This is an optimization exercise on Yosys and OpenROAD, whose aim is small area and few clock cycles, not a production implementation. Function was checked by simulation only, so behaviour that the tests miss may differ from the original. No activity file was given, so power comes from the tool's default toggle rates.

==> design.v <==
module data_memory_ctrl #(
  parameter int unsigned DATA_W = 32,
  parameter int unsigned ADDR_W = 8,
  parameter int unsigned DEPTH  = 64
) (
  input  logic                clk,
  input  logic                reset,
  input  logic                req,
  input  logic                we,
  input  logic [ADDR_W-1:0]   address,
  input  logic [DATA_W-1:0]   data,
  input  logic [DATA_W/8-1:0] byte_en,
  input  logic                clear_req,
  output logic                ready,
  output logic [DATA_W-1:0]   data_out,
  output logic                rvalid,
  output logic                err,
  output logic                busy
);
  localparam int unsigned LANES = DATA_W / 8;
  localparam int unsigned IDX_W = (DEPTH > 1) ? $clog2(DEPTH) : 1;
  logic               sweep_q;
  logic               phase;
  logic               ready_c;
  logic               accept;
  logic               in_range;
  logic               wr;
  logic [7:0]         idx_lo_q;
  logic [7:0]         idx_hi_q;
  logic               phx_q;
  logic [DATA_W-1:0]  wbit_q;
  logic [LANES-1:0]   lane_q;
  logic               rd_q;
  logic               rvalid1_q;
  logic               err1_q;
  logic [DEPTH-1:0]   hit;
  logic [DEPTH-1:0]   rsel;
  logic [DATA_W-1:0]  mem [DEPTH];
  logic [DATA_W-1:0]  mem_nx [DEPTH];
  logic [DEPTH-1:0]   wsel_n;
  logic [LANES-1:0]   lane_n;
  logic [LANES-1:0]   lwr [DEPTH];
  logic [DATA_W-1:0]  wbit;
  logic [DATA_W-1:0]  rword;
  logic [DATA_W-1:0]  data_out_q;
  logic               rvalid_q;
  logic               err_q;
  assign in_range = ({1'b0, address} < (ADDR_W + 1)'(DEPTH));
  assign ready_c  = ~reset & ~sweep_q;
  assign accept   = req & ready_c;
  assign wr       = accept & we & in_range;
  always_ff @(posedge clk or posedge reset) begin
    if (reset) begin
      sweep_q   <= 1'b1;
      phase     <= 1'b0;
      lane_q    <= '0;
      rd_q      <= 1'b0;
      rvalid1_q <= 1'b0;
      err1_q    <= 1'b0;
      rvalid_q  <= 1'b0;
      err_q     <= 1'b0;
    end else begin
      sweep_q   <= clear_req & ready_c;
      phase     <= ~phase;
      lane_q    <= wr ? byte_en : '0;
      rd_q      <= accept & ~we & in_range;
      rvalid1_q <= accept & ~we;
      err1_q    <= accept & ~in_range;
      rvalid_q  <= rvalid1_q;
      err_q     <= err1_q;
    end
  end
  always_ff @(posedge clk) begin
    for (int unsigned j = 0; j < 8; j++) begin
      idx_lo_q[j] <= (address[2:0] == 3'(j));
      idx_hi_q[j] <= (address[5:3] == 3'(j)) & accept & in_range;
    end
    for (int unsigned b = 0; b < DATA_W; b++)
      wbit_q[b] <= (wr & byte_en[b/8]) ? (data[b] ^ ~phase) : 1'b1;
  end
  always_comb begin
    for (int unsigned w = 0; w < DEPTH; w++)
      hit[w] = idx_hi_q[w/8] & idx_lo_q[w%8];
    for (int unsigned b = 0; b < DATA_W; b++)
      wbit[b] = sweep_q ? phase : wbit_q[b];
    for (int unsigned i = 0; i < LANES; i++)
      lane_n[i] = ~(sweep_q | lane_q[i]);
    for (int unsigned w = 0; w < DEPTH; w++)
      wsel_n[w] = ~(sweep_q | hit[w]);
  end
  for (genvar w = 0; w < DEPTH; w++) begin : g_lwr
    for (genvar i = 0; i < LANES; i++) begin : g_i
      data_memory_ctrl_nor2 u_lwr (.a(wsel_n[w]), .b(lane_n[i]), .y(lwr[w][i]));
    end
  end
  for (genvar w = 0; w < DEPTH; w++) begin : g_w
    for (genvar b = 0; b < DATA_W; b++) begin : g_b
      data_memory_ctrl_nx u_nx (
        .wsel_n(wsel_n[w]), .wbit(wbit[b]), .lwr(lwr[w][b/8]), .q(mem[w][b]),
        .d(mem_nx[w][b])
      );
    end
  end
  always_ff @(posedge clk) begin
    for (int unsigned w = 0; w < DEPTH; w++)
      mem[w] <= mem_nx[w];
  end
  assign rsel = hit;
  for (genvar b = 0; b < DATA_W; b++) begin : g_rd
    logic [DEPTH-1:0] col;
    for (genvar w = 0; w < DEPTH; w++) begin : g_col
      assign col[w] = mem[w][b];
    end
    data_memory_ctrl_rd #(.N(DEPTH)) u_rd (.sel(rsel), .col(col), .o(rword[b]));
  end
  always_ff @(posedge clk) begin
    data_out_q <= rword;
  end
  always_ff @(posedge clk or posedge reset) begin
    if (reset) phx_q <= 1'b0;
    else       phx_q <= rd_q & phase;
  end
  assign ready    = ready_c;
  assign busy     = ~ready_c;
  assign data_out = data_out_q ^ {DATA_W{phx_q}};
  assign rvalid   = rvalid_q;
  assign err      = err_q;
endmodule
module data_memory_ctrl_rd #(
  parameter int unsigned N = 64
) (
  input  logic [N-1:0] sel,
  input  logic [N-1:0] col,
  output logic         o
);
  logic [23:0] t_n;
  logic [5:0]  p;
  logic [2:0]  q_n;
  for (genvar g = 0; g < 21; g++) begin : g_grp
    data_memory_ctrl_aoi3 u_aoi (.s(sel[3*g +: 3]), .c(col[3*g +: 3]), .y(t_n[g]));
  end
  data_memory_ctrl_nand2 u_last (.a(sel[63]), .b(col[63]), .y(t_n[21]));
  assign t_n[23:22] = 2'b11;
  for (genvar k = 0; k < 5; k++) begin : g_p
    data_memory_ctrl_nand4 u_p (.a(t_n[4*k +: 4]), .y(p[k]));
  end
  data_memory_ctrl_nand2 u_p5 (.a(t_n[20]), .b(t_n[21]), .y(p[5]));
  for (genvar k = 0; k < 3; k++) begin : g_q
    data_memory_ctrl_nor2 u_q (.a(p[2*k]), .b(p[2*k+1]), .y(q_n[k]));
  end
  assign o = ~&q_n;
endmodule
module data_memory_ctrl_nand4 (
  input  logic [3:0] a,
  output logic       y
);
  assign y = ~&a;
endmodule
module data_memory_ctrl_nand2 (
  input  logic a,
  input  logic b,
  output logic y
);
  assign y = ~(a & b);
endmodule
module data_memory_ctrl_aoi3 (
  input  logic [2:0] s,
  input  logic [2:0] c,
  output logic       y
);
  assign y = ~|(s & c);
endmodule
module data_memory_ctrl_nx (
  input  logic wsel_n,
  input  logic wbit,
  input  logic lwr,
  input  logic q,
  output logic d
);
  assign d = ~((wsel_n | wbit) & (lwr | q));
endmodule
module data_memory_ctrl_nor2 (
  input  logic a,
  input  logic b,
  output logic y
);
  assign y = ~(a | b);
endmodule
==> run.sh <==
#!/bin/bash
# synth_recipe.tcl (not shown) runs the flow's synth.tcl, then flattens the netlist and writes it again
# the make line also repeats each setting of config.mk as NAME=value (left out here)
make -C /OpenROAD-flow-scripts/flow DESIGN_CONFIG=/design/flow/config.mk WORK_HOME=/design/flow/orfs CLKGATE_MAP_FILE= SYNTH_SCRIPT=/design/flow/synth_recipe.tcl finish
==> config.mk <==
export PLATFORM = sky130hd
export DESIGN_NAME = data_memory_ctrl
export DESIGN_NICKNAME = data_memory_ctrl
export VERILOG_FILES = /design/flow/design.v
export SDC_FILE = /design/flow/constraint.sdc
export NUM_CORES = 4
export LEC_CHECK = 0
export CAP_MARGIN = 20
export CORE_MARGIN = 2
export CORE_UTILIZATION = 40
export SLEW_MARGIN = 20
export SYNTH_HIERARCHICAL = 1
==> constraint.sdc <==
create_clock -name core_clock -period 4.0 [get_ports {clk}]
set_input_delay 0.8000 -clock core_clock [delete_from_list [all_inputs] [get_ports {clk}]]
set_output_delay 0.8000 -clock core_clock [all_outputs]
set_load 0.01 [all_outputs]
==> impl_metrics.tcl, run 1 <==
set metrics [dict create \
    hold_path_startpoint "rvalid1_q" \
    worst_setup_path_end_kind "primary output" \
    path_clk_slew_ns 0.06 \
    max_stage_delay_ns 0.84 \
    post-route-worst-setup-slack_ns 0.3213 \
    mostFrequentLayoutCell "sky130_fd_sc_hd__dfxtp_1" \
    critPathTopFamily "buffers and inverters" \
    core.rowCount 150 \
    netlist.top_cell.by_area "sky130_fd_sc_hd__dfxtp_1" \
    via_count 60706 \
    area_delta_synth_final_pct 20.96 \
    core-area_sq_um 167000 \
    rsz_0062_raised_after_global_routing "false" \
    p_leak_uw 0.03049 \
    yosys-top-cells-area "sky130_fd_sc_hd__dfxtp_1 (63%), sky130_fd_sc_hd__o22ai_1 (19%), sky130_fd_sc_hd__a222oi_1 (10%), sky130_fd_sc_hd__nor2_1 (2.3%), sky130_fd_sc_hd__nand4_1 (1.5%)" \
    die_w_microns 414.1 \
    yosysUniqueCellTypes 31 \
    cellPowerDensity_nw_per_um2 698.5 \
    grt_pass1_vias 57975 \
    report.power.total_uw 56830 \
    design_area_sq_um 81360 \
    drtPass1Iterations 10 \
    floorplan.initialDensity_pct 40.27 \
    viasPerCell 6.913 \
    synth_nets 5882 \
    grt_max_degree 65 \
    cp.buffers_inverters 2 \
    synthDominantCellAreaShare_pct 63.34 \
    cts-htree-levels 4 \
    setup_tns_ns 0 \
    port_buffers 84 \
    synth.avg_cell_area_sq_um 11.53 \
    min_delay_path_depth 0 \
    outcome "no timing/DRC/antenna violations" \
    syn_inst 5833 \
    numCtsBuffers 207 \
    cts-root-to-sink-buffers 3 \
    gp_congestion 0.9493 \
    timing.critical_path.fanout_max 17 \
    antenna_found_initial 6 \
    worst_r2r_endpoint "mem[47][27]" \
    fin_crit_sh_pct 91.97 \
    reg2reg_from "idx_hi_q[5]" \
    crit_path_top_delay_cell "sky130_fd_sc_hd__dfrtp_2" \
    final_cell_mix "sky130_fd_sc_hd__dfxtp_1 (2,128), sky130_fd_sc_hd__o22ai_1 (2,048), sky130_fd_sc_hd__a222oi_1 (672), sky130_fd_sc_hd__nor2_1 (353), sky130_fd_sc_hd__buf_4 (257)" \
    timing.hold.worst_endpoint "rvalid_q" \
    postCtsResizedCells 0 \
    dp_slack_ns 0.8658 \
    synth_seq_cells 2140 \
    detail-route-antenna-nets 0 \
    achievable-frequency_mhz 271.8 \
    postCtsSetupBuffers 0 \
    cp_data_required_time_ns 3.20 \
    transition_time_of_the_tightest_slew_check_pin_ns 1.206 \
    cts-hold-fix-buffers 0 \
    routedWlPerCell_microns 29.73 \
    dr.first_iter.drc_count 10869 \
    final_layout_size_suffix_gt1_share_pct 11.52 \
    final_period_minus_worst_setup_slack_ns 3.679 \
    layout.filler_cells 14990 \
    cts_root_buf "sky130_fd_sc_hd__clkbuf_16" \
    crit_path_start_kind "flip-flop" \
    min-delay-path-class "flip-flop to flip-flop" \
    placement.cell_area_sq_um 74230 \
    yosys_warnings 11 \
    path_cells "buf_4 > xor2_1 > clkdlybuf4s50_1" \
    num-nets-final 6453 \
    cts_tree "built" \
    clock_sink_count 2140 \
    final-hold-violation-count 0 \
    drcViolationCount 0 \
    grt_usage_pct 28.98 \
    worstRegToRegCells 5 \
    critical_path_arrival_ns 2.88 \
    die_area_sq_um 171400 \
    worstSetupPathType "flip-flop to primary output" \
    finalSetupViolCount 0 \
    timing.max_cap.violations 0 \
    clock_skew_ns 0.06360 \
    die-height_microns 414.1 \
    synthesis.area_sq_um 67260 \
    drv_slew 0 \
    postRouteWirelength_mm 261.1 \
    synth-seq-area-share_pct 63.79 \
    clock_insertion_delay_worst_skew_ns 0.87 \
    io_pins 85 \
    hpwl_mm 170.0 \
    global_route.overflow_total 0 \
    grt_pass1_wl_mm 383.3 \
    timing.slew.headroom_pct 19.57 \
    irDropWorstVdd_uv 507.6 \
    timing.reg2reg.setup_slack_ns 0.78 \
]
-- how the worst max path moves through the flow --
stage | startpoint | to | slack (ns) | depth (start not counted)
2_1_floorplan | sweep_q | mem[0][0] | -0.56 | 4
3_3_place_gp | reset | ready | 0.89 | 4
3_5_place_dp | sweep_q | mem[26][24] | 0.87 | 5
4_1_cts | phx_q | data_out[3] | 0.27 | 3
5_1_grt | phx_q | data_out[21] | 0.24 | 3
6_report | phx_q | data_out[3] | 0.32 | 3
-- cell type report --
| cell class | instances | area (sq um) | area share, % |
|---|---|---|---|
| Clock buffer | 297 | 5988 | 7.361 |
| Antenna cell | 4 | 10.01 | 0.01230 |
| Inverter | 36 | 135.1 | 0.1661 |
| Clock inverter | 82 | 1109 | 1.363 |
| Timing Repair Buffer | 392 | 3794 | 4.663 |
| Multi-Input combinational cell | 3627 | 24650 | 30.30 |
| Sequential cell | 2140 | 42910 | 52.74 |
| Tap cell | 2204 | 2758 | 3.390 |
-- Yosys stat by module, one instance, submodules excluded, excerpt --
module / copies in the design / cells inside / flops+latches
data_memory_ctrl_nand4: 160 / 1 / 0
data_memory_ctrl_nand2: 64 / 1 / 0
data_memory_ctrl_nor2: 352 / 1 / 0
data_memory_ctrl_nx: 2048 / 1 / 0
data_memory_ctrl_aoi3: 672 / 1 / 0
data_memory_ctrl: 1 / 2505 / 2140
-- power breakdown --
group | internal, uW | total [uW] | switching [uW] | leakage [uW]
combinational | 2800 | 5660 | 2860 | 0.00896
clock | 11600 | 20200 | 8630 | 0.00350
sequential | 27600 | 31000 | 3370 | 0.0180
total | 42000 | 56800 | 14900 | 0.0305
-- cells in the mapped netlist (all sizes together) --
cell,n
dfxtp,2128
o22ai,2048
a222oi,672
nor2,421
nand4,160
and2,70
nand2,66
nand3,64
xor2,64
inv,36
o21ai,32
clkbuf,17
buf,13
dfrtp,11
nor3,6
nor3b,5
nor4,5
and3,3
and3b,3
or2,2
dfstp,1
nand2b,1
nor2b,1
nor4bb,1
or3b,1
or4,1
or4b,1
-- cells by family after synthesis --
family,count (synthesis),synth area share (%)
AO/OA/AOI/OAI,2752,29.29
XOR/XNOR,64,0.8334
buffers and inverters,66,0.4130
flip-flops,2140,63.79
AND/OR/NAND/NOR,811,5.676
-- flip-flops by register name (all words and copies together) (netlist names) --
name,count
rd_q,1
err_q,1
idx_hi_q,8
wbit_q,32
lane_q,4
sweep_q,1
phase,1
rvalid1_q,1
phx_q,1
rvalid_q,1
idx_lo_q,8
err1_q,1
data_out_q,32
mem,2048
-- per-stage QoR --
step	utilization [%]	instances	hold slack, ns
6_report	48.71	8782	0.3480
5_1_grt	48.70	8781	0.3611
4_1_cts	48.69	8777	0.3507
3_5_place_dp	44.44	8398	0.3370
2_1_floorplan	-	5833	0.3312
3_3_place_gp	44.42	8397	0.3334
-- per-layer routing --
layer	up-vias	track usage, %	routed length, microns
li1	26399	-	-
met1	29664	38.27	102500
met2	3935	42.62	112200
met3	704	6.751	27810
met4	4	18.54	18550
met5	-	0	24
Testbench counts, summed over its fixed seeds: cycles 24,053.
==> run 2: changes to the inputs <==
--- a/config.mk
+++ b/config.mk
@@ -8,5 +8,8 @@
 export CAP_MARGIN = 20
 export CORE_MARGIN = 2
 export CORE_UTILIZATION = 40
+export CTS_BUF_LIST = sky130_fd_sc_hd__clkbuf_16
+export CTS_CLUSTER_DIAMETER = 70
+export CTS_CLUSTER_SIZE = 24
 export SLEW_MARGIN = 20
 export SYNTH_HIERARCHICAL = 1
==> impl_metrics.tcl, run 2 <==
set metrics [dict create \
    worst_r2r_endpoint "data_out_q[20]" \
    postCtsResizedCells 0 \
    dr.first_iter.drc_count 11087 \
    rsz_0062_raised_after_global_routing "false" \
    grt_pass1_wl_mm 378.4 \
    num-nets-final 6358 \
    synthesis.area_sq_um 67260 \
    area_delta_synth_final_pct 15.97 \
    multiInputGateArea_sq_um 24650 \
    timing.reg2reg.setup_slack_ns 0.74 \
    dp_slack_ns 0.8658 \
    reg2reg_from "idx_lo_q[6]" \
    final_cell_mix "sky130_fd_sc_hd__dfxtp_1 (2,128), sky130_fd_sc_hd__o22ai_1 (2,048), sky130_fd_sc_hd__a222oi_1 (672), sky130_fd_sc_hd__nor2_1 (353), sky130_fd_sc_hd__buf_4 (257)" \
    grt_pass1_vias 56607 \
    synth_nets 5882 \
    cp_data_required_time_ns 3.20 \
    layoutNonFillerInstCount 8594 \
    grt_max_degree 65 \
    min_delay_path_depth 0 \
    p_leak_uw 0.02882 \
    fin_crit_sh_pct 90.73 \
    cts_tree "built" \
    finalSetupViolCount 0 \
    die_area_sq_um 171400 \
    report.power.total_uw 50110 \
    worst_setup_path_end_kind "primary output" \
    path_clk_slew_ns 0.09 \
    global_route.overflow_total 0 \
    drtPass1Iterations 10 \
    largest_register_ff_count 2048 \
    port_buffers 84 \
    clock_sink_count 2140 \
    io_pins 85 \
    cts-hold-fix-buffers 0 \
    die_w_microns 414.1 \
    cts-root-to-sink-buffers 3 \
    cts_root_buf "sky130_fd_sc_hd__clkbuf_16" \
    async_flop_share_pct 0.5607 \
    yosysMostFrequentCell "sky130_fd_sc_hd__dfxtp_1" \
    timing.critical_path.fanout_max 17 \
    clock_skew_ns 0.07696 \
    critical_path_arrival_ns 2.83 \
    gp_congestion 0.9493 \
    place_inst 8398 \
    transition_time_of_the_tightest_slew_check_pin_ns 1.201 \
    cts-htree-levels 3 \
    yosysUniqueCellTypes 31 \
    final-hold-violation-count 0 \
    postRouteWirelength_mm 258.6 \
    clock_insertion_delay_worst_skew_ns 0.80 \
    antenna_found_initial 5 \
    yosys-top-cells-area "sky130_fd_sc_hd__dfxtp_1 (63%), sky130_fd_sc_hd__o22ai_1 (19%), sky130_fd_sc_hd__a222oi_1 (10%), sky130_fd_sc_hd__nor2_1 (2.3%), sky130_fd_sc_hd__nand4_1 (1.5%)" \
    min-delay-path-class "flip-flop to flip-flop" \
    top_regs "mem x2048, data_out_q x32, wbit_q x32" \
    worstSetupPathType "flip-flop to primary output" \
    outcome "no timing/DRC/antenna violations" \
    synth_flop_cell "sky130_fd_sc_hd__dfxtp_1" \
    postCtsSetupBuffers 0 \
    final_layout_size_suffix_gt1_share_pct 9.349 \
    crit_path_start_kind "flip-flop" \
    detail-route-antenna-nets 0 \
    netlist.top_cell.by_area "sky130_fd_sc_hd__dfxtp_1" \
    hold_path_startpoint "rvalid1_q" \
    irDropWorstVdd_uv 418.5 \
    mostFrequentLayoutCell "sky130_fd_sc_hd__dfxtp_1" \
    grt_usage_pct 28.55 \
    core.rowCount 150 \
    post_synth_edffs 0 \
    hpwl_mm 170.0 \
    drcViolationCount 0 \
    worstRegToRegCells 6 \
    core-area_sq_um 167000 \
    floorplan.initialDensity_pct 40.27 \
    drv_slew 0 \
    via_count 59815 \
    timing.slew.headroom_pct 19.92 \
    syn_inst 5833 \
    timing.max_cap.violations 0 \
    yosys-top-cells-count "sky130_fd_sc_hd__dfxtp_1 (2,128), sky130_fd_sc_hd__o22ai_1 (2,048), sky130_fd_sc_hd__a222oi_1 (672)" \
    routedWlPerCell_microns 30.09 \
    synth_seq_cells 2140 \
    yosys_warnings 11 \
    synth-seq-area-share_pct 63.79 \
    most_flops_register "mem" \
    post-route-worst-setup-slack_ns 0.3707 \
    timing.hold.worst_endpoint "rvalid_q" \
    cellPowerDensity_nw_per_um2 642.5 \
    synthDominantCellAreaShare_pct 63.34 \
    viasPerCell 6.960 \
    final_period_minus_worst_setup_slack_ns 3.629 \
    synth.avg_cell_area_sq_um 11.53 \
    register_cell_area_after_layout_sq_um 42910 \
    layout.filler_cells 15270 \
    achievable-frequency_mhz 275.5 \
    die-height_microns 414.1 \
    numCtsBuffers 113 \
    finish.utilization_pct 46.70 \
]
-- run 2: critical path: stages (launching register included) --
cell and delay [ns]:
sky130_fd_sc_hd__dfrtp_2 0.87, sky130_fd_sc_hd__buf_4 0.39, sky130_fd_sc_hd__xor2_1 0.21, sky130_fd_sc_hd__clkdlybuf4s50_1 0.58
-- run 2: how the worst max path moves through the flow --
stage | cells past startpoint | slack, ns | to | from
CTS | 3 | 0.36 | data_out[3] | phx_q
finish | 3 | 0.37 | data_out[3] | phx_q
global route | 3 | 0.33 | data_out[21] | phx_q
global placement | 4 | 0.89 | ready | reset
detailed placement | 5 | 0.87 | mem[26][24] | sweep_q
floorplan | 4 | -0.56 | mem[0][0] | sweep_q
-- run 2: final cells by class --
class / instances / area share (%)
clock inverters: 78 / 1.158
well taps: 2204 / 3.535
clock buffers: 114 / 3.657
diodes: 4 / 0.01283
flip-flops and latches: 2140 / 55.01
repair buffers: 391 / 4.844
multi-input cells: 3627 / 31.61
inverters: 36 / 0.1732
-- run 2: report_power, final --
| part | internal, uW | switching [uW] |
|---|---|---|
| Sequential | 27500 | 3370 |
| Clock | 6120 | 7430 |
| Combinational | 2800 | 2850 |
-- run 2: logic make-up after synthesis --
family,Yosys count,share of synthesized area [%]
buffers and inverters,66,0.4130
flip-flops,2140,63.79
AND/OR/NAND/NOR,811,5.676
AO/OA/AOI/OAI,2752,29.29
XOR/XNOR,64,0.8334
-- run 2: per-stage QoR --
step	hold WS [ns]	setup TNS (ns)	cell area, sq um
global placement	0.3334	0	74200
detailed placement	0.3370	0	74230
floorplan	0.3312	-311.00	67260
finish	0.3554	0	78000
global route	0.3680	0	77990
CTS	0.3569	0	77990
-- run 2: per-layer routing --
layer | GRT usage [%] | part of all wire [%] | vias to the layer above
li1 | - | - | 26121
met1 | 38.27 | 39 | 29206
met2 | 42.87 | 43 | 3910
met3 | 5.410 | 11 | 576
met4 | 16.89 | 6.5 | 2
met5 | 0 | 0.0046 | -
-- run 2: per-module statistics from Yosys, one instance, submodules excluded, a selection --
| module | cells inside | cell area, sq um | times used |
|---|---|---|---|
| data_memory_ctrl_nand2 | 1 | 3.754 | 64 |
| data_memory_ctrl_aoi3 | 1 | 10.01 | 672 |
| data_memory_ctrl_nx | 1 | 6.256 | 2048 |
| data_memory_ctrl_nand4 | 1 | 6.256 | 160 |
| data_memory_ctrl_nor2 | 1 | 3.754 | 352 |
| data_memory_ctrl | 2505 | 45000 | 1 |
==> run 3: changes to the inputs <==
==> flow/run.sh (new file) <==
#!/bin/bash
# Layout: the standard flow (standard.sh, unchanged synthesis), with the
# clock tree built from clkbuf_16 leaf buffers over clusters of up to 24
# sinks and without dummy loads, and the port buffers made with buf_1.
# The make output goes to flow_make.log here; ORFS keeps each step's log
# under orfs/logs.
set -uo pipefail
export CTS_ARGS="-sink_clustering_enable -repair_clock_nets -dont_use_dummy_load -buf_list sky130_fd_sc_hd__clkbuf_16 -sink_clustering_size 24 -sink_clustering_max_diameter 70"
export BUFFER_PORTS_ARGS="-buffer_cell sky130_fd_sc_hd__buf_1"
bash standard.sh finish > flow_make.log 2>&1
status=$?
tail -40 flow_make.log
exit $status
==> standard.sh (new file) <==
#!/bin/bash
# synth_recipe.tcl (not shown) runs the flow's synth.tcl, then flattens the netlist and writes it again
# the make line also repeats each setting of config.mk as NAME=value (left out here)
make -C /OpenROAD-flow-scripts/flow DESIGN_CONFIG=/design/flow/config.mk WORK_HOME=/design/flow/orfs CLKGATE_MAP_FILE= SYNTH_SCRIPT=/design/flow/synth_recipe.tcl "${@:-finish}"
--- a/config.mk
+++ b/config.mk
@@ -8,8 +8,5 @@
 export CAP_MARGIN = 20
 export CORE_MARGIN = 2
 export CORE_UTILIZATION = 40
-export CTS_BUF_LIST = sky130_fd_sc_hd__clkbuf_16
-export CTS_CLUSTER_DIAMETER = 70
-export CTS_CLUSTER_SIZE = 24
 export SLEW_MARGIN = 20
 export SYNTH_HIERARCHICAL = 1
removed: run.sh
==> impl_metrics.tcl, run 3 <==
set metrics [dict create \
    post_synth_edffs 0 \
    top_regs "mem x2048, data_out_q x32, wbit_q x32" \
    cts-htree-levels 3 \
    yosys-top-cells-count "sky130_fd_sc_hd__dfxtp_1 (2,128), sky130_fd_sc_hd__o22ai_1 (2,048), sky130_fd_sc_hd__a222oi_1 (672)" \
    syn_inst 5833 \
    netlist.top_cell.by_area "sky130_fd_sc_hd__dfxtp_1" \
    cts_root_buf "sky130_fd_sc_hd__clkbuf_16" \
    postRouteWirelength_mm 253.7 \
    path_cells "and2_1 > buf_4 > a222oi_1 > nand4_1 > nor2_1 > nand3_1" \
    cp_data_required_time_ns 4.61 \
    cts-root-to-sink-buffers 3 \
    postCtsSetupBuffers 0 \
    final_layout_size_suffix_gt1_share_pct 7.733 \
    synth_seq_cells 2140 \
    drcViolationCount 0 \
    synth_nets 5882 \
    layout.filler_cells 15416 \
    timing.slew.headroom_pct 19.18 \
    gp_congestion 0.9811 \
    synth_flop_cell "sky130_fd_sc_hd__dfxtp_1" \
    critPathTopFamily "simple AND/OR/NAND/NOR gates" \
    num-nets-final 6310 \
    area_delta_synth_final_pct 12.65 \
    min-delay-path-class "primary input to asynchronous set/reset pin" \
    dominant_combinational_cell_family_by_area_after_synthesis "compound AO/OA/AOI/OAI gates" \
    antenna_found_initial 9 \
    via_count 59221 \
    timing.reg2reg.setup_slack_ns 0.63 \
    synth-seq-area-share_pct 63.79 \
    yosys_warnings 11 \
    die_w_microns 414.1 \
    cts-hold-fix-buffers 0 \
    clock_insertion_delay_worst_skew_ns 0.80 \
    die_area_sq_um 171400 \
    dr.first_iter.drc_count 9696 \
    post_synth_adder_cell_area_pct 0 \
    core-area_sq_um 167000 \
    postCtsResizedCells 0 \
    place_inst 8348 \
    worst_setup_path_end_kind "flip-flop" \
    yosys-top-cells-area "sky130_fd_sc_hd__dfxtp_1 (63%), sky130_fd_sc_hd__o22ai_1 (19%), sky130_fd_sc_hd__a222oi_1 (10%), sky130_fd_sc_hd__nor2_1 (2.3%), sky130_fd_sc_hd__nand4_1 (1.5%)" \
    finalSetupViolCount 0 \
    cts_tree "built" \
    dp_slack_ns 0.8828 \
    yosys.area_share.simple_pct 5.676 \
    xor_xnor_share_of_the_synthesized_area_pct 0.8334 \
    routedWlPerCell_microns 29.97 \
    die-height_microns 414.1 \
    port_buffers 84 \
    worst_r2r_endpoint "data_out_q[26]" \
    most_flops_register "mem" \
    drtPass1Iterations 10 \
    outcome "no timing/DRC/antenna violations" \
    irDropWorstVdd_uv 342.7 \
    setup_tns_ns 0 \
    async_flop_share_pct 0.5607 \
    crit_path_top_delay_cell "sky130_fd_sc_hd__nor2_1" \
    worstSetupPathType "flip-flop to flip-flop" \
    mostFrequentLayoutCell "sky130_fd_sc_hd__dfxtp_1" \
    fin_crit_sh_pct 84.26 \
    floorplan.initialDensity_pct 40.27 \
    max_stage_delay_ns 0.70 \
    worstRegToRegCells 6 \
    critical_path_arrival_ns 3.98 \
    synth-compound-area-share_pct 29.29 \
    largest_register_ff_count 2048 \
    synthDominantCellAreaShare_pct 63.34 \
    rsz_0062_raised_after_global_routing "false" \
    final_cell_mix "sky130_fd_sc_hd__dfxtp_1 (2,128), sky130_fd_sc_hd__o22ai_1 (2,048), sky130_fd_sc_hd__a222oi_1 (672), sky130_fd_sc_hd__nor2_1 (353), sky130_fd_sc_hd__buf_4 (242)" \
    synth.avg_cell_area_sq_um 11.53 \
    hpwl_mm 162.2 \
    reg2reg_from "idx_lo_q[2]" \
    global_route.overflow_total 0 \
    final_period_minus_worst_setup_slack_ns 3.370 \
    numCtsBuffers 114 \
    grt_pass1_vias 55789 \
    cellPowerDensity_nw_per_um2 636.7 \
    io_pins 85 \
    clock_sink_count 2140 \
    synth.area.mux_share_pct 0 \
    core.rowCount 150 \
    layoutNonFillerInstCount 8467 \
    cp.buffers_inverters 1 \
    grt_max_degree 65 \
    crit_path_start "idx_lo_q[2]" \
    crit_path_start_kind "flip-flop" \
    final-hold-violation-count 0 \
    timing.max_cap.violations 0 \
    path_clk_slew_ns 0.09 \
    detail-route-antenna-nets 0 \
    yosysUniqueCellTypes 31 \
    viasPerCell 6.994 \
    timing.critical_path.fanout_max 18 \
    grt_usage_pct 27.93 \
    post-route-worst-setup-slack_ns 0.6297 \
    grt_pass1_wl_mm 370.5 \
    drv_slew 0 \
    clock_skew_ns 0.09507 \
    achievable-frequency_mhz 296.7 \
    transition_time_of_the_tightest_slew_check_pin_ns 1.212 \
    yosysMostFrequentCell "sky130_fd_sc_hd__dfxtp_1" \
    p_leak_uw 0.02774 \
    synthesis.area_sq_um 67260 \
]
[run 3: layout make-up]
cell class	count	area [sq um]	share of cell area, %
inverters	36	135.1	0.1784
multi-input cells	3627	24650	32.54
diodes	4	10.01	0.01321
well taps	2204	2758	3.640
repair buffers	342	2447	3.230
flip-flops and latches	2140	42910	56.63
clock buffers	114	2853	3.765
[run 3: report_power, final]
| group | leakage [uW] | total [uW] | switching (uW) | internal, uW |
|---|---|---|---|---|
| logic | 0.00829 | 5500 | 2830 | 2680 |
| registers | 0.0180 | 31000 | 3400 | 27600 |
| clock network | 0.00140 | 11800 | 6740 | 5040 |
[run 3: per-module statistics from Yosys, one instance, submodules excluded, a selection]
| module | cell area (sq um) | flops+latches |
|---|---|---|
| data_memory_ctrl_nand2 | 3.754 | 0 |
| data_memory_ctrl | 45000 | 2140 |
| data_memory_ctrl_aoi3 | 10.01 | 0 |
| data_memory_ctrl_nor2 | 3.754 | 0 |
| data_memory_ctrl_nx | 6.256 | 0 |
| data_memory_ctrl_nand4 | 6.256 | 0 |
[run 3: metal layers]
metal  global-route usage [%]  up-vias  part of all wire, %
li1                         -    25912                    -
met1                    37.71    29050                   40
met2                    42.27     3734                   44
met3                    4.914      521                   10
met4                    15.70        4                  5.9
met5                        0        -               0.0091
[run 3: kinds of logic (layout without fill, tap and decap cells)]
family	after synthesis	after routing
AOI/OAI and AO/OA	2752	2752
xor gates and xnor gates	64	64
other	0	4
buffers and inverters	66	492
and+or+nand+nor	811	811
DFF	2140	2140
[run 3: worst reg2reg max path: stages (launching register included)]
cell and delay, ns:
sky130_fd_sc_hd__dfxtp_1 0.46, sky130_fd_sc_hd__and2_1 0.56, sky130_fd_sc_hd__buf_4 0.39, sky130_fd_sc_hd__a222oi_1 0.54
sky130_fd_sc_hd__nand4_1 0.43, sky130_fd_sc_hd__nor2_1 0.70, sky130_fd_sc_hd__nand3_1 0.13
[run 3: how the worst max path moves through the flow]
stage	endpoint	slack, ns	depth (start not counted)
5_1_grt	data_out_q[26]	0.68	6
2_1_floorplan	mem[0][0]	-0.56	4
4_1_cts	data_out[13]	0.72	2
3_5_place_dp	mem[26][28]	0.88	4
3_3_place_gp	data_out_q[26]	0.92	6
6_report	data_out_q[26]	0.63	6
[run 3: through the flow]
stage,instance area (sq um),hold slack [ns],power (uW),utilization [%]
finish,75760,0.2738,48240,45.36
global route,75760,0.2740,50210,45.35
CTS,75740,0.2397,48090,45.34
detailed placement,72890,0.3378,36580,43.64
global placement,72890,0.3328,36190,43.64
floorplan,67260,0.3312,34240,-
==> run 4: changes to the inputs <==
--- a/design.v
+++ b/design.v
@@ -28,8 +28,7 @@
   logic [7:0]         idx_lo_q;
   logic [7:0]         idx_hi_q;
   logic               phx_q;
-  logic [DATA_W-1:0]  wbit_q;
-  logic [LANES-1:0]   lane_q;
+  logic               sweep_nx;
   logic               rd_q;
   logic               rvalid1_q;
   logic               err1_q;
@@ -49,20 +48,21 @@
   assign ready_c  = ~reset & ~sweep_q;
   assign accept   = req & ready_c;
   assign wr       = accept & we & in_range;
+  assign sweep_nx = clear_req & ready_c;
   always_ff @(posedge clk or posedge reset) begin
     if (reset) begin
       sweep_q   <= 1'b1;
       phase     <= 1'b0;
-      lane_q    <= '0;
+      lane_n    <= '0;
       rd_q      <= 1'b0;
       rvalid1_q <= 1'b0;
       err1_q    <= 1'b0;
       rvalid_q  <= 1'b0;
       err_q     <= 1'b0;
     end else begin
-      sweep_q   <= clear_req & ready_c;
+      sweep_q   <= sweep_nx;
       phase     <= ~phase;
-      lane_q    <= wr ? byte_en : '0;
+      lane_n    <= ~({LANES{sweep_nx}} | (wr ? byte_en : '0));
       rd_q      <= accept & ~we & in_range;
       rvalid1_q <= accept & ~we;
       err1_q    <= accept & ~in_range;
@@ -75,16 +75,19 @@
       idx_lo_q[j] <= (address[2:0] == 3'(j));
       idx_hi_q[j] <= (address[5:3] == 3'(j)) & accept & in_range;
     end
-    for (int unsigned b = 0; b < DATA_W; b++)
-      wbit_q[b] <= (wr & byte_en[b/8]) ? (data[b] ^ ~phase) : 1'b1;
+  end
+  always_ff @(posedge clk or posedge reset) begin
+    if (reset) begin
+      wbit <= '0;
+    end else begin
+      for (int unsigned b = 0; b < DATA_W; b++)
+        wbit[b] <= sweep_nx ? ~phase
+                 : (wr & byte_en[b/8]) ? (data[b] ^ ~phase) : 1'b1;
+    end
   end
   always_comb begin
     for (int unsigned w = 0; w < DEPTH; w++)
       hit[w] = idx_hi_q[w/8] & idx_lo_q[w%8];
-    for (int unsigned b = 0; b < DATA_W; b++)
-      wbit[b] = sweep_q ? phase : wbit_q[b];
-    for (int unsigned i = 0; i < LANES; i++)
-      lane_n[i] = ~(sweep_q | lane_q[i]);
     for (int unsigned w = 0; w < DEPTH; w++)
       wsel_n[w] = ~(sweep_q | hit[w]);
   end
==> impl_metrics.tcl, run 4 <==
set metrics [dict create \
    clock_insertion_delay_worst_skew_ns 0.80 \
    postCtsSetupBuffers 0 \
    synth_seq_cells 2140 \
    routedWlPerCell_microns 30.06 \
    synth_flop_cell "sky130_fd_sc_hd__dfxtp_1" \
    dr.first_iter.drc_count 10598 \
    synthesis.area_sq_um 67300 \
    post_synth_edffs 0 \
    timing.slew.headroom_pct 19.50 \
    largest_register_ff_count 2048 \
    worst_setup_path_end_kind "primary output" \
    critical_path_arrival_ns 2.63 \
    netlist.top_cell.by_area "sky130_fd_sc_hd__dfxtp_1" \
    cellPowerDensity_nw_per_um2 603.0 \
    crit_path_start "sweep_q" \
    core-area_sq_um 167200 \
    drv_slew 0 \
    postRouteWirelength_mm 254.1 \
    design_area_sq_um 75370 \
    gp_congestion 0.8987 \
    drcViolationCount 0 \
    synth_nets 5861 \
    synth-seq-area-share_pct 63.99 \
    yosysMostFrequentCell "sky130_fd_sc_hd__dfxtp_1" \
    synthDominantCellAreaShare_pct 62.35 \
    synth.avg_cell_area_sq_um 11.58 \
    via_count 59626 \
    antenna_found_initial 10 \
    outcome "no timing/DRC/antenna violations" \
    area_delta_synth_final_pct 11.99 \
    yosys_warnings 11 \
    grt_pass1_vias 55564 \
    clock_skew_ns 0.1270 \
    drtPass1Iterations 7 \
    rsz_0062_raised_after_global_routing "false" \
    clock_sink_count 2140 \
    grt_max_degree 65 \
    grt_pass1_wl_mm 373.1 \
    mostFrequentLayoutCell "sky130_fd_sc_hd__dfxtp_1" \
    cts-root-to-sink-buffers 3 \
    worstSetupPathType "flip-flop to primary output" \
    final_period_minus_worst_setup_slack_ns 3.434 \
    yosys-top-cells-count "sky130_fd_sc_hd__dfxtp_1 (2,096), sky130_fd_sc_hd__o22ai_1 (2,048), sky130_fd_sc_hd__a222oi_1 (672)" \
    cts_tree "built" \
    grt_usage_pct 28.01 \
    final-hold-violation-count 0 \
    multiInputGateArea_sq_um 24310 \
    floorplan.initialDensity_pct 40.25 \
    final_cell_mix "sky130_fd_sc_hd__dfxtp_1 (2,096), sky130_fd_sc_hd__o22ai_1 (2,048), sky130_fd_sc_hd__a222oi_1 (672), sky130_fd_sc_hd__nor2_1 (374), sky130_fd_sc_hd__buf_4 (252)" \
    path_clk_slew_ns 0.09 \
    crit_path_start_kind "flip-flop" \
    syn_inst 5812 \
    finalSetupViolCount 0 \
    cts-htree-levels 3 \
    most_flops_register "mem" \
    timing.critical_path.fanout_max 49 \
    transition_time_of_the_tightest_slew_check_pin_ns 1.207 \
    timing.max_cap.violations 0 \
    fin_crit_sh_pct 85.86 \
    placement.cell_area_sq_um 72550 \
    die-height_microns 414.2 \
    post-route-worst-setup-slack_ns 0.5655 \
    yosysUniqueCellTypes 31 \
    detail-route-antenna-nets 0 \
    irDropWorstVdd_uv 406.5 \
    io_pins 85 \
    final_layout_size_suffix_gt1_share_pct 7.721 \
    port_buffers 84 \
    cts_root_buf "sky130_fd_sc_hd__clkbuf_16" \
    top_regs "mem x2048, data_out_q x32, wbit x32" \
    core.rowCount 150 \
    num-nets-final 6294 \
    finish.utilization_pct 45.07 \
    numCtsBuffers 111 \
    hpwl_mm 168.6 \
    layout.filler_cells 15410 \
    global_route.overflow_total 0 \
    report.power.total_uw 45440 \
    cts-hold-fix-buffers 0 \
    die_w_microns 414.2 \
    reg2reg_from "idx_lo_q[6]" \
    cp_data_required_time_ns 3.20 \
    postCtsResizedCells 0 \
    register_cell_area_after_layout_sq_um 43140 \
    dp_slack_ns 0.8749 \
    achievable-frequency_mhz 291.2 \
    die_area_sq_um 171500 \
    yosys-top-cells-area "sky130_fd_sc_hd__dfxtp_1 (62%), sky130_fd_sc_hd__o22ai_1 (19%), sky130_fd_sc_hd__a222oi_1 (10%), sky130_fd_sc_hd__nor2_1 (2.4%), sky130_fd_sc_hd__dfrtp_1 (1.6%)" \
    setup_tns_ns 0 \
    async_flop_share_pct 2.056 \
    viasPerCell 7.055 \
    p_leak_uw 0.02765 \
    min-delay-path-class "primary input to asynchronous set/reset pin" \
]
run 4: cell types whose count changed after synthesis, sizes merged, moves of 7 or more:
cell    change
nand2b     +49
inv        -34
dfrtp      +32
dfxtp      -32
xor2       -32
nand3      -31
a21oi      +24
nor2       +18
a221oi      +8
o21ai       -8
buf         -7
run 4: metal layers:
layer  routed length [microns]  vias to the layer above  track usage [%]
met4                     11540                       10            11.83
met1                    104900                    29301            39.86
li1                          -                    25903                -
met2                    107800                     3918            41.08
met5                        66                        -                0
met3                     29810                      494            5.805
run 4: logic make-up after synthesis:
kind of cell,count (synthesis),synth area share [%]
flip-flops,2140,63.99
buffers and inverters,27,0.1655
AND/OR/NAND/NOR,837,5.940
AO/OA/AOI/OAI,2776,29.49
XOR/XNOR,32,0.4164
run 4: layout make-up:
| class | count | area share [%] |
|---|---|---|
| clock buffers | 111 | 3.685 |
| inverters | 3 | 0.01660 |
| well taps | 2204 | 3.659 |
| diodes | 4 | 0.01328 |
| repair buffers | 344 | 3.129 |
| multi-input cells | 3645 | 32.26 |
| flip-flops and latches | 2140 | 57.24 |
run 4: final timing paths:
| check | to | slack (ns) | cells after the start |
|---|---|---|---|
| max in group asynchronous | wbit[5] | 3.16 | 2 |
| min in group core_clock | wbit[27] | 0.25 | 2 |
| min | rvalid1_q | 0.22 | 2 |
| max | busy | 0.57 | 3 |
| min reg2reg | err_q | 0.35 | 0 |
| max reg2reg | data_out_q[28] | 0.72 | 6 |
run 4: Yosys stat by module, one instance, submodules excluded, excerpt:
| module | times used | cells inside | area [sq um] |
|---|---|---|---|
| data_memory_ctrl | 1 | 2484 | 45040 |
| data_memory_ctrl_aoi3 | 672 | 1 | 10.01 |
| data_memory_ctrl_nand2 | 64 | 1 | 3.754 |
| data_memory_ctrl_nand4 | 160 | 1 | 6.256 |
| data_memory_ctrl_nor2 | 352 | 1 | 3.754 |
| data_memory_ctrl_nx | 2048 | 1 | 6.256 |
run 4: worst max-delay path: stages (launching register included):
cell and delay (ns):
sky130_fd_sc_hd__dfstp_4 1.36, sky130_fd_sc_hd__nor2_1 0.25, sky130_fd_sc_hd__inv_1 0.11, sky130_fd_sc_hd__buf_1 0.15
run 4: power breakdown:
group / internal [uW] / total, uW / switching (uW)
clock network: 4920 / 11600 / 6710
logic: 2240 / 4240 / 2000
registers: 26600 / 29600 / 2950
run 4: per-stage QoR:
step | cells | hold WS (ns)
finish | 8451 | 0.2242
global route | 8449 | 0.2460
CTS | 8446 | 0.2038
detailed placement | 8335 | 0.3394
global placement | 8335 | 0.3368
floorplan | 5812 | 0.3312
Testbench counts of run 4, summed over its fixed seeds: cycles 24,053.
==> run 5: changes to the inputs <==
--- a/config.mk
+++ b/config.mk
@@ -8,5 +8,6 @@
 export CAP_MARGIN = 20
 export CORE_MARGIN = 2
 export CORE_UTILIZATION = 40
+export PLACE_DENSITY = 0.75
 export SLEW_MARGIN = 20
 export SYNTH_HIERARCHICAL = 1
==> impl_metrics.tcl, run 5 <==
set metrics [dict create \
    synth-seq-area-share_pct 63.99 \
    cts_root_buf "sky130_fd_sc_hd__clkbuf_16" \
    path_cells "xor2_1 > buf_1" \
    most_flops_register "mem" \
    reg2reg_from "idx_lo_q[4]" \
    share_comb_of_total_power_pct 9.4 \
    clock_skew_ns 0.1107 \
    final_period_minus_worst_setup_slack_ns 3.484 \
    drcViolationCount 0 \
    synth_seq_cells 2140 \
    clock_insertion_delay_worst_skew_ns 0.78 \
    grt_pass1_wl_mm 363.3 \
    finish.utilization_pct 44.93 \
    postCtsSetupBuffers 0 \
    detail-route-antenna-nets 0 \
    final_layout_size_suffix_gt1_share_pct 7.470 \
    hpwl_mm 163.6 \
    dr.first_iter.drc_count 12900 \
    worst_setup_path_end_kind "primary output" \
    timing.slew.headroom_pct 14.80 \
    min-delay-path-class "primary input to flip-flop" \
    synthDominantCellAreaShare_pct 62.35 \
    post_synth_edffs 0 \
    clk_pwr_share_pct 25.1 \
    synth_nets 5861 \
    report.power.total_uw 45390 \
    path_clk_slew_ns 0.09 \
    drv_slew 0 \
    setup_tns_ns 0 \
    synth_flop_cell "sky130_fd_sc_hd__dfxtp_1" \
    grt_max_degree 65 \
    crit_path_top_delay_cell "sky130_fd_sc_hd__dfrtp_2" \
    crit_path_start_kind "flip-flop" \
    hold_path_startpoint "data[28]" \
    irDropWorstVdd_uv 437.5 \
    cellInternalPower_uw 33690 \
    power.sequential.fraction_pct 65.5 \
    die-height_microns 414.2 \
    timing.max_cap.violations 0 \
    cts_tree "built" \
    yosys-top-cells-count "sky130_fd_sc_hd__dfxtp_1 (2,096), sky130_fd_sc_hd__o22ai_1 (2,048), sky130_fd_sc_hd__a222oi_1 (672)" \
    yosysUniqueCellTypes 31 \
    cts-htree-levels 3 \
    core.rowCount 150 \
    crit_path_start "phx_q" \
    async_flop_share_pct 2.056 \
    die_w_microns 414.2 \
    die_area_sq_um 171500 \
    grt_pass1_vias 57127 \
    postCtsResizedCells 0 \
    max_stage_delay_ns 1.09 \
    viasPerCell 7.253 \
    antenna_found_initial 20 \
    synth.avg_cell_area_sq_um 11.58 \
    core-area_sq_um 167200 \
    area_delta_synth_final_pct 11.65 \
    cts-root-to-sink-buffers 3 \
    numCtsBuffers 109 \
    yosysMostFrequentCell "sky130_fd_sc_hd__dfxtp_1" \
    floorplan.initialDensity_pct 40.25 \
    postRouteWirelength_mm 246.0 \
    layout.filler_cells 15175 \
    mostFrequentLayoutCell "sky130_fd_sc_hd__dfxtp_1" \
    drtPass1Iterations 11 \
    synthesis.area_sq_um 67300 \
    io_pins 85 \
    cp_data_required_time_ns 3.20 \
    cellPowerDensity_nw_per_um2 604.1 \
    grt_usage_pct 26.91 \
    worstSetupPathType "flip-flop to primary output" \
    final_cell_mix "sky130_fd_sc_hd__dfxtp_1 (2,096), sky130_fd_sc_hd__o22ai_1 (2,048), sky130_fd_sc_hd__a222oi_1 (672), sky130_fd_sc_hd__nor2_1 (374), sky130_fd_sc_hd__buf_4 (240)" \
    rsz_0062_raised_after_global_routing "false" \
    timing.critical_path.fanout_max 23 \
    p_sw_share_pct 25.77 \
    yosys_warnings 11 \
    yosys-top-cells-area "sky130_fd_sc_hd__dfxtp_1 (62%), sky130_fd_sc_hd__o22ai_1 (19%), sky130_fd_sc_hd__a222oi_1 (10%), sky130_fd_sc_hd__nor2_1 (2.4%), sky130_fd_sc_hd__dfrtp_1 (1.6%)" \
    cts-hold-fix-buffers 0 \
    largest_register_ff_count 2048 \
    gp_congestion 0.9457 \
    outcome "no timing/DRC/antenna violations" \
    syn_inst 5812 \
    p_leak_uw 0.02751 \
    fin_crit_sh_pct 87.10 \
    finalSetupViolCount 0 \
    num-nets-final 6276 \
    routedWlPerCell_microns 29.16 \
    transition_time_of_the_tightest_slew_check_pin_ns 1.278 \
    netlist.top_cell.by_area "sky130_fd_sc_hd__dfxtp_1" \
    p_sw_uw 11700 \
    final-hold-violation-count 0 \
    critical_path_arrival_ns 2.68 \
    via_count 61184 \
    top_regs "mem x2048, data_out_q x32, wbit x32" \
    global_route.overflow_total 0 \
    clock_sink_count 2140 \
    achievable-frequency_mhz 287.0 \
    port_buffers 84 \
]
## run 5: changes by cell type in the layout (fill, tap and decap cells not counted), sizes merged
cell / delta
clkinv: -1
diode: +3
inv: +1
buf: -16
clkbuf: -2
## run 5: metrics by stage
step	setup WS (ns)	instance area, sq um	hold slack, ns	std cells
3_5_place_dp	0.8484	72350	0.3364	8319
6_report	0.5159	75140	0.2627	8436
3_3_place_gp	0.9050	72330	0.3319	8318
2_1_floorplan	1.446	67300	0.3312	5812
4_1_cts	0.5881	75080	0.2159	8428
5_1_grt	0.5569	75130	0.2640	8433
## run 5: cell families (layout without fill, tap and decap cells)
| kind of cell | count (synthesis) | count (layout) | synth area share (%) |
|---|---|---|---|
| AO/OA/AOI/OAI | 2776 | 2776 | 29.49 |
| XOR/XNOR | 32 | 32 | 0.4164 |
| buffers and inverters | 27 | 440 | 0.1655 |
| flip-flops | 2140 | 2140 | 63.99 |
| other | 0 | 7 | 0 |
| AND/OR/NAND/NOR | 837 | 837 | 5.940 |
## run 5: modules after synthesis, one instance, submodules excluded, excerpt
module / flip-flops and latches / cell area [sq um] / copies in the design / cells inside
data_memory_ctrl: 2140 / 45040 / 1 / 2484
data_memory_ctrl_aoi3: 0 / 10.01 / 672 / 1
data_memory_ctrl_nand2: 0 / 3.754 / 64 / 1
data_memory_ctrl_nand4: 0 / 6.256 / 160 / 1
data_memory_ctrl_nor2: 0 / 3.754 / 352 / 1
data_memory_ctrl_nx: 0 / 6.256 / 2048 / 1
## run 5: cell type report
class | instances | area (sq um) | share of cell area, %
sequential | 2140 | 43120 | 57.38
inverter | 3 | 11.26 | 0.01499
multi-input combinational | 3645 | 24310 | 32.36
timing repair buffer | 328 | 2197 | 2.924
clock buffer | 109 | 2728 | 3.630
tap | 2204 | 2758 | 3.670
antenna | 7 | 17.52 | 0.02331
## run 5: routing by layer
metal,track usage (%),wire length (microns),vias up
met1,35.71,91660,29446
met3,7.816,36010,793
li1,-,-,25868
met4,16.42,16530,14
met5,0,89,-
met2,38.54,101700,5063
## run 5: worst paths after layout
| kind | slack, ns | depth (start not counted) | to |
|---|---|---|---|
| max in group asynchronous | 2.98 | 2 | wbit[9] |
| hold reg to reg | 0.36 | 0 | err_q |
| min in group asynchronous | 0.33 | 2 | err1_q |
| hold / removal | 0.26 | 2 | wbit[28] |
| setup / recovery | 0.52 | 2 | data_out[30] |
| setup reg to reg | 0.63 | 6 | data_out_q[2] |
## run 5: critical path: cells and delay by family, from the launching register on
kind | cells | cell delay (ns)
buf+inv | 1 | 0.22
xor+xnor | 1 | 0.59
flops | 1 | 1.09
## run 5: power by group through the flow
stage / combinational (uW) / sequential (uW) / clock, uW
after floorplan: 3170 / 29100 / 0
after global routing: 4660 / 30200 / 12100
after detailed placement: 4180 / 29900 / 0
after global placement: 3840 / 29800 / 0
after CTS: 4150 / 29500 / 11400
final: 4280 / 29700 / 11400
==> run 6: changes to the inputs <==
--- a/config.mk
+++ b/config.mk
@@ -5,9 +5,9 @@
 export SDC_FILE = /design/flow/constraint.sdc
 export NUM_CORES = 4
 export LEC_CHECK = 0
-export CAP_MARGIN = 20
+export CAP_MARGIN = 10
 export CORE_MARGIN = 2
 export CORE_UTILIZATION = 40
 export PLACE_DENSITY = 0.75
-export SLEW_MARGIN = 20
+export SLEW_MARGIN = 10
 export SYNTH_HIERARCHICAL = 1
==> impl_metrics.tcl, run 6 <==
set metrics [dict create \
    final_cell_mix "sky130_fd_sc_hd__dfxtp_1 (2,096), sky130_fd_sc_hd__o22ai_1 (2,048), sky130_fd_sc_hd__a222oi_1 (672), sky130_fd_sc_hd__nor2_1 (374), sky130_fd_sc_hd__buf_4 (240)" \
    final-hold-violation-count 0 \
    largest_register_ff_count 2048 \
    cp.buffers_inverters 1 \
    cp_num_cells 2 \
    timing.max_cap.violations 0 \
    global_route.overflow_total 0 \
    setup_tns_ns 0 \
    fin_crit_sh_pct 85.01 \
    via_count 61094 \
    final_period_minus_worst_setup_slack_ns 3.400 \
    numCtsBuffers 106 \
    power.sequential.fraction_pct 65.7 \
    achievable-frequency_mhz 294.1 \
    cellPowerDensity_nw_per_um2 603.5 \
    crit_path_start_kind "flip-flop" \
    clock_sink_count 2140 \
    grt_pass1_vias 57393 \
    transition_time_of_the_tightest_slew_check_pin_ns 1.309 \
    min-delay-path-class "primary input to flip-flop" \
    synthesis.area_sq_um 67300 \
    yosys_warnings 11 \
    worst_setup_path_end_kind "primary output" \
    critical_path_arrival_ns 2.60 \
    die_w_microns 414.2 \
    clock_skew_ns 0.08023 \
    outcome "no timing/DRC/antenna violations" \
    timing.critical_path.fanout_max 23 \
    num-nets-final 6271 \
    area_delta_synth_final_pct 11.45 \
    timing.slew.headroom_pct 12.72 \
    crit_path_top_delay_cell "sky130_fd_sc_hd__dfrtp_2" \
    drtPass1Iterations 13 \
    port_buffers 84 \
    yosysUniqueCellTypes 31 \
    report.power.total_uw 45260 \
    min_delay_path_depth 2 \
    viasPerCell 7.245 \
    rsz_0062_raised_after_global_routing "false" \
    floorplan.initialDensity_pct 40.25 \
    synth-seq-area-share_pct 63.99 \
    p_sw_share_pct 25.83 \
    reg2reg_from "idx_lo_q[4]" \
    most_flops_register "mem" \
    synthDominantCellAreaShare_pct 62.35 \
    cts-root-to-sink-buffers 3 \
    detail-route-antenna-nets 0 \
    post_synth_edffs 0 \
    die_area_sq_um 171500 \
    synth_flop_cell "sky130_fd_sc_hd__dfxtp_1" \
    core.rowCount 150 \
    dr.first_iter.drc_count 12917 \
    worstSetupPathType "flip-flop to primary output" \
    path_clk_slew_ns 0.09 \
    antenna_found_initial 18 \
    io_pins 85 \
    yosys-top-cells-area "sky130_fd_sc_hd__dfxtp_1 (62%), sky130_fd_sc_hd__o22ai_1 (19%), sky130_fd_sc_hd__a222oi_1 (10%), sky130_fd_sc_hd__nor2_1 (2.4%), sky130_fd_sc_hd__dfrtp_1 (1.6%)" \
    share_comb_of_total_power_pct 9.4 \
    yosysMostFrequentCell "sky130_fd_sc_hd__dfxtp_1" \
    worst_r2r_endpoint "data_out_q[2]" \
    synth_seq_cells 2140 \
    hpwl_mm 163.8 \
    drv_slew 0 \
    max_stage_delay_ns 1.05 \
    netlist.top_cell.by_area "sky130_fd_sc_hd__dfxtp_1" \
    gp_congestion 0.9457 \
    cts-hold-fix-buffers 0 \
    async_flop_share_pct 2.056 \
    p_sw_uw 11690 \
    grt_max_degree 65 \
    cts_tree "built" \
    die-height_microns 414.2 \
    yosys-top-cells-count "sky130_fd_sc_hd__dfxtp_1 (2,096), sky130_fd_sc_hd__o22ai_1 (2,048), sky130_fd_sc_hd__a222oi_1 (672)" \
    drcViolationCount 0 \
    core-area_sq_um 167200 \
    path_cells "xor2_1 > buf_1" \
    clock_insertion_delay_worst_skew_ns 0.76 \
    synth_nets 5861 \
    syn_inst 5812 \
    postCtsSetupBuffers 0 \
    mostFrequentLayoutCell "sky130_fd_sc_hd__dfxtp_1" \
    p_leak_uw 0.02744 \
    routedWlPerCell_microns 29.20 \
    timing.reg2reg.setup_slack_ns 0.71 \
    postRouteWirelength_mm 246.2 \
    hold_path_startpoint "data[28]" \
    cts-htree-levels 3 \
    irDropWorstVdd_uv 457.5 \
    final_layout_size_suffix_gt1_share_pct 7.347 \
    setup.worst_path.end "data_out[30]" \
    finalSetupViolCount 0 \
    worstRegToRegCells 6 \
    grt_pass1_wl_mm 365.2 \
    cts_root_buf "sky130_fd_sc_hd__clkbuf_16" \
    synth.avg_cell_area_sq_um 11.58 \
    top_regs "mem x2048, data_out_q x32, wbit x32" \
    grt_usage_pct 27.02 \
    postCtsResizedCells 0 \
    clk_pwr_share_pct 24.9 \
    cp_data_required_time_ns 3.20 \
    crit_path_start "phx_q" \
    cellInternalPower_uw 33570 \
    critPathTopFamily "flip-flops" \
]
-- run 6: cell counts after synthesis --
No cell type changed its count.
-- run 6: worst register-to-register path, delay by kind of cell (launching register included) --
kind,cells,cell delay (ns)
AO/OA/AOI/OAI,1,0.51
buffers and inverters,1,0.38
flip-flops,1,0.43
AND/OR/NAND/NOR,4,1.81
-- run 6: routing by layer --
metal | GRT usage, % | wire [microns] | share of wire [%]
met5 | 0 | 79 | 0.032
met3 | 7.992 | 35150 | 14
met2 | 39.34 | 103100 | 42
met4 | 15.22 | 15400 | 6.3
met1 | 35.72 | 92500 | 38
-- run 6: Yosys stat by module (local to each module, per instance), excerpt --
| module | cells inside | copies in the design | cell area [sq um] | flip-flops and latches |
|---|---|---|---|---|
| data_memory_ctrl | 2484 | 1 | 45040 | 2140 |
| data_memory_ctrl_nor2 | 1 | 352 | 3.754 | 0 |
| data_memory_ctrl_nand4 | 1 | 160 | 6.256 | 0 |
| data_memory_ctrl_aoi3 | 1 | 672 | 10.01 | 0 |
| data_memory_ctrl_nand2 | 1 | 64 | 3.754 | 0 |
| data_memory_ctrl_nx | 1 | 2048 | 6.256 | 0 |
-- run 6: metrics by stage --
step                instances  setup slack (ns)  hold WS, ns  area, sq um  utilization, %
global route             8429            0.5754       0.2628        75000           44.85
detailed placement       8318            0.8726       0.3364        72330           43.25
floorplan                5812             1.446       0.3312        67300               -
global placement         8318            0.9050       0.3319        72330           43.25
CTS                      8424            0.6080       0.2373        74980           44.84
finish                   8432            0.5996       0.2659        75000           44.85
-- run 6: power groups by stage --
stage	logic (uW)	registers [uW]	clock network (uW)
floorplan	3170	29100	0
global placement	3840	29800	0
detailed placement	4170	29900	0
CTS	4150	29500	11300
global route	4670	30200	12000
finish	4280	29700	11300
-- run 6: layout make-up --
class	instances	area, sq um
timing repair buffer	326	2157
clock buffer	106	2653
tap	2204	2758
inverter	3	11.26
multi-input combinational	3645	24290
fill	15124	92220
sequential	2140	43110
antenna	8	20.02
-- run 6: kinds of logic (layout without fill, tap and decap cells) --
kind of cell           Yosys count  in the layout  synth area share, %
AO/OA/AOI/OAI                 2776           2776                29.49
flip-flops                    2140           2140                63.99
AND/OR/NAND/NOR                837            837                5.940
XOR/XNOR                        32             32               0.4164
buffers and inverters           27            435               0.1655
other                            0              8                    0
-- run 6: worst min path at each step --
stage	end	slack, ns
6_report	wbit[28]	0.27
4_1_cts	wbit[28]	0.24
2_1_floorplan	err_q	0.33
5_1_grt	wbit[28]	0.26
3_3_place_gp	err_q	0.33
3_5_place_dp	err_q	0.34
==> run 7: changes to the inputs <==
==> flow/run.sh (replaced) <==
#!/bin/bash
# Layout: the standard flow (standard.sh, unchanged synthesis), with the
# clock tree built from clkbuf_16 leaf buffers over clusters of up to 28
# sinks and without dummy loads, and the port buffers made with buf_1.
# The make output goes to flow_make.log here; ORFS keeps each step's log
# under orfs/logs.
set -uo pipefail
export CTS_ARGS="-sink_clustering_enable -repair_clock_nets -dont_use_dummy_load -buf_list sky130_fd_sc_hd__clkbuf_16 -sink_clustering_size 28 -sink_clustering_max_diameter 75"
export BUFFER_PORTS_ARGS="-buffer_cell sky130_fd_sc_hd__buf_1"
bash standard.sh finish > flow_make.log 2>&1
status=$?
tail -40 flow_make.log
exit $status
--- a/config.mk
+++ b/config.mk
@@ -5,9 +5,8 @@
 export SDC_FILE = /design/flow/constraint.sdc
 export NUM_CORES = 4
 export LEC_CHECK = 0
-export CAP_MARGIN = 10
+export CAP_MARGIN = 20
 export CORE_MARGIN = 2
 export CORE_UTILIZATION = 40
-export PLACE_DENSITY = 0.75
-export SLEW_MARGIN = 10
+export SLEW_MARGIN = 20
 export SYNTH_HIERARCHICAL = 1
==> impl_metrics.tcl, run 7 <==
set metrics [dict create \
    outcome "no timing/DRC/antenna violations" \
    irDropWorstVdd_uv 364.2 \
    dominant_combinational_cell_family_by_area_after_synthesis "compound AO/OA/AOI/OAI gates" \
    postCtsResizedCells 0 \
    post_synth_edffs 0 \
    clock_insertion_delay_worst_skew_ns 0.78 \
    crit_path_start_kind "flip-flop" \
    worst_setup_path_end_kind "primary output" \
    most_flops_register "mem" \
    synth-compound-area-share_pct 29.49 \
    synth_seq_cells 2140 \
    antenna_found_initial 12 \
    core-area_sq_um 167200 \
    yosys-top-cells-count "sky130_fd_sc_hd__dfxtp_1 (2,096), sky130_fd_sc_hd__o22ai_1 (2,048), sky130_fd_sc_hd__a222oi_1 (672)" \
    die_area_sq_um 171500 \
    synth.avg_cell_area_sq_um 11.58 \
    core.rowCount 150 \
    cts-hold-fix-buffers 0 \
    port_buffers 84 \
    postCtsSetupBuffers 0 \
    postRouteWirelength_mm 253.6 \
    clock_sink_count 2140 \
    layout.filler_cells 15448 \
    synthDominantCellAreaShare_pct 62.35 \
    timing.max_cap.violations 0 \
    finish.utilization_pct 44.95 \
    viasPerCell 7.049 \
    cts-root-to-sink-buffers 3 \
    synth_flop_cell "sky130_fd_sc_hd__dfxtp_1" \
    gp_congestion 0.8987 \
    yosys.area_share.simple_pct 5.940 \
    floorplan.initialDensity_pct 40.25 \
    critical_path_arrival_ns 2.60 \
    grt_pass1_wl_mm 372.7 \
    synth-seq-area-share_pct 63.99 \
    post-route-worst-setup-slack_ns 0.5957 \
    netlist.top_cell.by_area "sky130_fd_sc_hd__dfxtp_1" \
    async_flop_share_pct 2.056 \
    min-delay-path-class "primary input to asynchronous set/reset pin" \
    synth_nets 5861 \
    yosysMostFrequentCell "sky130_fd_sc_hd__dfxtp_1" \
    worstSetupPathType "flip-flop to primary output" \
    drtPass1Iterations 11 \
    post_synth_adder_cell_area_pct 0 \
    register_cell_area_after_layout_sq_um 43140 \
    timing.critical_path.fanout_max 49 \
    drcViolationCount 0 \
    cts_tree "built" \
    cts-htree-levels 3 \
    path_clk_slew_ns 0.10 \
    cp_data_required_time_ns 3.20 \
    yosys_warnings 11 \
    die_w_microns 414.2 \
    design_area_sq_um 75170 \
    rsz_0062_raised_after_global_routing "false" \
    grt_max_degree 65 \
    xor_xnor_share_of_the_synthesized_area_pct 0.4164 \
    clock_skew_ns 0.08442 \
    dp_slack_ns 0.8749 \
    numCtsBuffers 103 \
    setup_tns_ns 0 \
    finalSetupViolCount 0 \
    num-nets-final 6286 \
    drv_slew 0 \
    timing.slew.headroom_pct 21.04 \
    yosysUniqueCellTypes 31 \
    grt_pass1_vias 55534 \
    mostFrequentLayoutCell "sky130_fd_sc_hd__dfxtp_1" \
    syn_inst 5812 \
    dr.first_iter.drc_count 10649 \
    die-height_microns 414.2 \
    final_cell_mix "sky130_fd_sc_hd__dfxtp_1 (2,096), sky130_fd_sc_hd__o22ai_1 (2,048), sky130_fd_sc_hd__a222oi_1 (672), sky130_fd_sc_hd__nor2_1 (374), sky130_fd_sc_hd__buf_4 (252)" \
    cts_root_buf "sky130_fd_sc_hd__clkbuf_16" \
    cellPowerDensity_nw_per_um2 598.5 \
    largest_register_ff_count 2048 \
    transition_time_of_the_tightest_slew_check_pin_ns 1.184 \
    area_delta_synth_final_pct 11.69 \
    fin_crit_sh_pct 85.11 \
    detail-route-antenna-nets 0 \
    final_layout_size_suffix_gt1_share_pct 7.602 \
    placement.cell_area_sq_um 72550 \
    synth.area.mux_share_pct 0 \
    final_period_minus_worst_setup_slack_ns 3.404 \
    synthesis.area_sq_um 67300 \
    top_regs "mem x2048, data_out_q x32, wbit x32" \
    achievable-frequency_mhz 293.7 \
    p_leak_uw 0.02755 \
    routedWlPerCell_microns 30.04 \
    final-hold-violation-count 0 \
    grt_usage_pct 27.98 \
    yosys-top-cells-area "sky130_fd_sc_hd__dfxtp_1 (62%), sky130_fd_sc_hd__o22ai_1 (19%), sky130_fd_sc_hd__a222oi_1 (10%), sky130_fd_sc_hd__nor2_1 (2.4%), sky130_fd_sc_hd__dfrtp_1 (1.6%)" \
    multiInputGateArea_sq_um 24310 \
    hpwl_mm 168.6 \
    io_pins 85 \
    via_count 59500 \
    global_route.overflow_total 0 \
]
run 7: changes by cell type in the layout (fill, tap and decap cells not counted):
cell                        delta
sky130_fd_sc_hd__dfrtp_4      +11
sky130_fd_sc_hd__buf_12        +5
sky130_fd_sc_hd__and2_1        -2
sky130_fd_sc_hd__inv_2         -1
sky130_fd_sc_hd__nor2_4        +3
sky130_fd_sc_hd__clkinv_2      +1
sky130_fd_sc_hd__and2_2        +2
sky130_fd_sc_hd__nor2_2        -3
sky130_fd_sc_hd__dfrtp_2      -11
sky130_fd_sc_hd__diode_2       -6
sky130_fd_sc_hd__buf_4        +12
sky130_fd_sc_hd__buf_8         +1
sky130_fd_sc_hd__clkbuf_16     -3
run 7: layer usage:
layer	track usage [%]	part of all wire [%]
met5	0	0.044
met1	40.05	42
met3	5.372	11
met4	11.75	4.4
met2	41.12	43
run 7: per-module statistics from Yosys, one instance, submodules excluded, a selection:
module	flops+latches	times used
data_memory_ctrl_nx	0	2048
data_memory_ctrl_nor2	0	352
data_memory_ctrl_nand2	0	64
data_memory_ctrl_aoi3	0	672
data_memory_ctrl	2140	1
data_memory_ctrl_nand4	0	160
run 7: power by group:
group          switching (uW)  total [uW]  leakage (uW)  internal [uW]
Clock                    6590       11200       0.00127           4590
Combinational            2000        4240       0.00837           2240
Sequential               2940       29600        0.0179          26600
run 7: path summary, 6_finish.rpt:
path,from,to,slack (ns),depth (start not counted)
max reg2reg,idx_lo_q[6],data_out_q[22],0.69,6
min in group core_clock,data[27],wbit[27],0.24,2
min reg2reg,err1_q,err_q,0.30,0
max in group asynchronous,reset,wbit[2],3.14,2
min,reset,rvalid1_q,0.20,2
max,sweep_q,busy,0.60,3
run 7: cells by family (layout without fill, tap and decap cells):
kind of cell           after synthesis  in the layout
AO/OA/AOI/OAI                     2776           2776
XOR/XNOR                            32             32
other                                0              2
AND/OR/NAND/NOR                    837            837
buffers and inverters               27            450
flip-flops                        2140           2140
run 7: cell type report:
cell class | count | area share, %
Sequential cell | 2140 | 57.39
Antenna cell | 2 | 0.006658
Inverter | 3 | 0.01665
Clock buffer | 103 | 3.429
Timing Repair Buffer | 344 | 3.143
Multi-Input combinational cell | 3645 | 32.34
Tap cell | 2204 | 3.669
run 7: critical path, stage by stage, from the launching register on:
cell and delay (ns):
sky130_fd_sc_hd__dfstp_4 1.35, sky130_fd_sc_hd__nor2_1 0.23, sky130_fd_sc_hd__inv_1 0.10, sky130_fd_sc_hd__buf_1 0.15
run 7: stage by stage:
step           total power (uW)  hold WS (ns)  std cells
4_1_cts                   44930        0.1935       8438
3_3_place_gp              33690        0.3368       8335
6_report                  44990        0.2037       8441
5_1_grt                   46830        0.2352       8441
3_5_place_dp              34010        0.3394       8335
2_1_floorplan             32240        0.3312       5812

re-timing with driven ports:
No port has a modelled driver above. Below, the same layouts with a new extraction and two added sets of constraints.
Step 1 (the two cells are an assumption about what drives the block):
set clk [get_ports {clk}]
set_driving_cell -lib_cell sky130_fd_sc_hd__clkbuf_16 $clk
set_driving_cell -lib_cell sky130_fd_sc_hd__buf_2 [delete_from_list [all_inputs] $clk]
Step 2, shift: input delay + t, output delay - t, t = (earliest + latest rising clock arrival at the registers) / 2. This alone moves slack from input paths to output paths.
Slacks: ideal ports / drivers / drivers and shift; pairs: ideal ports / drivers.
run | t (ns) | slack for setup (ns) | cell pins on the clock port's net
run 1 | 0.918 | 0.321 / 0.245 / 0.785 | 1
run 2 | 0.847 | 0.371 / 0.291 / 0.736 | 1
run 3 | 0.829 | 0.630 / 0.630 / 0.630 | 1
run 4 | 0.817 | 0.566 / 0.485 / 0.716 | 1
run 5 | 0.811 | 0.516 / 0.433 / 0.628 | 1
run 6 | 0.809 | 0.600 / 0.515 / 0.706 | 1
run 7 | 0.816 | 0.596 / 0.513 / 0.692 | 1
After both steps setup and hold are still met in every run listed.
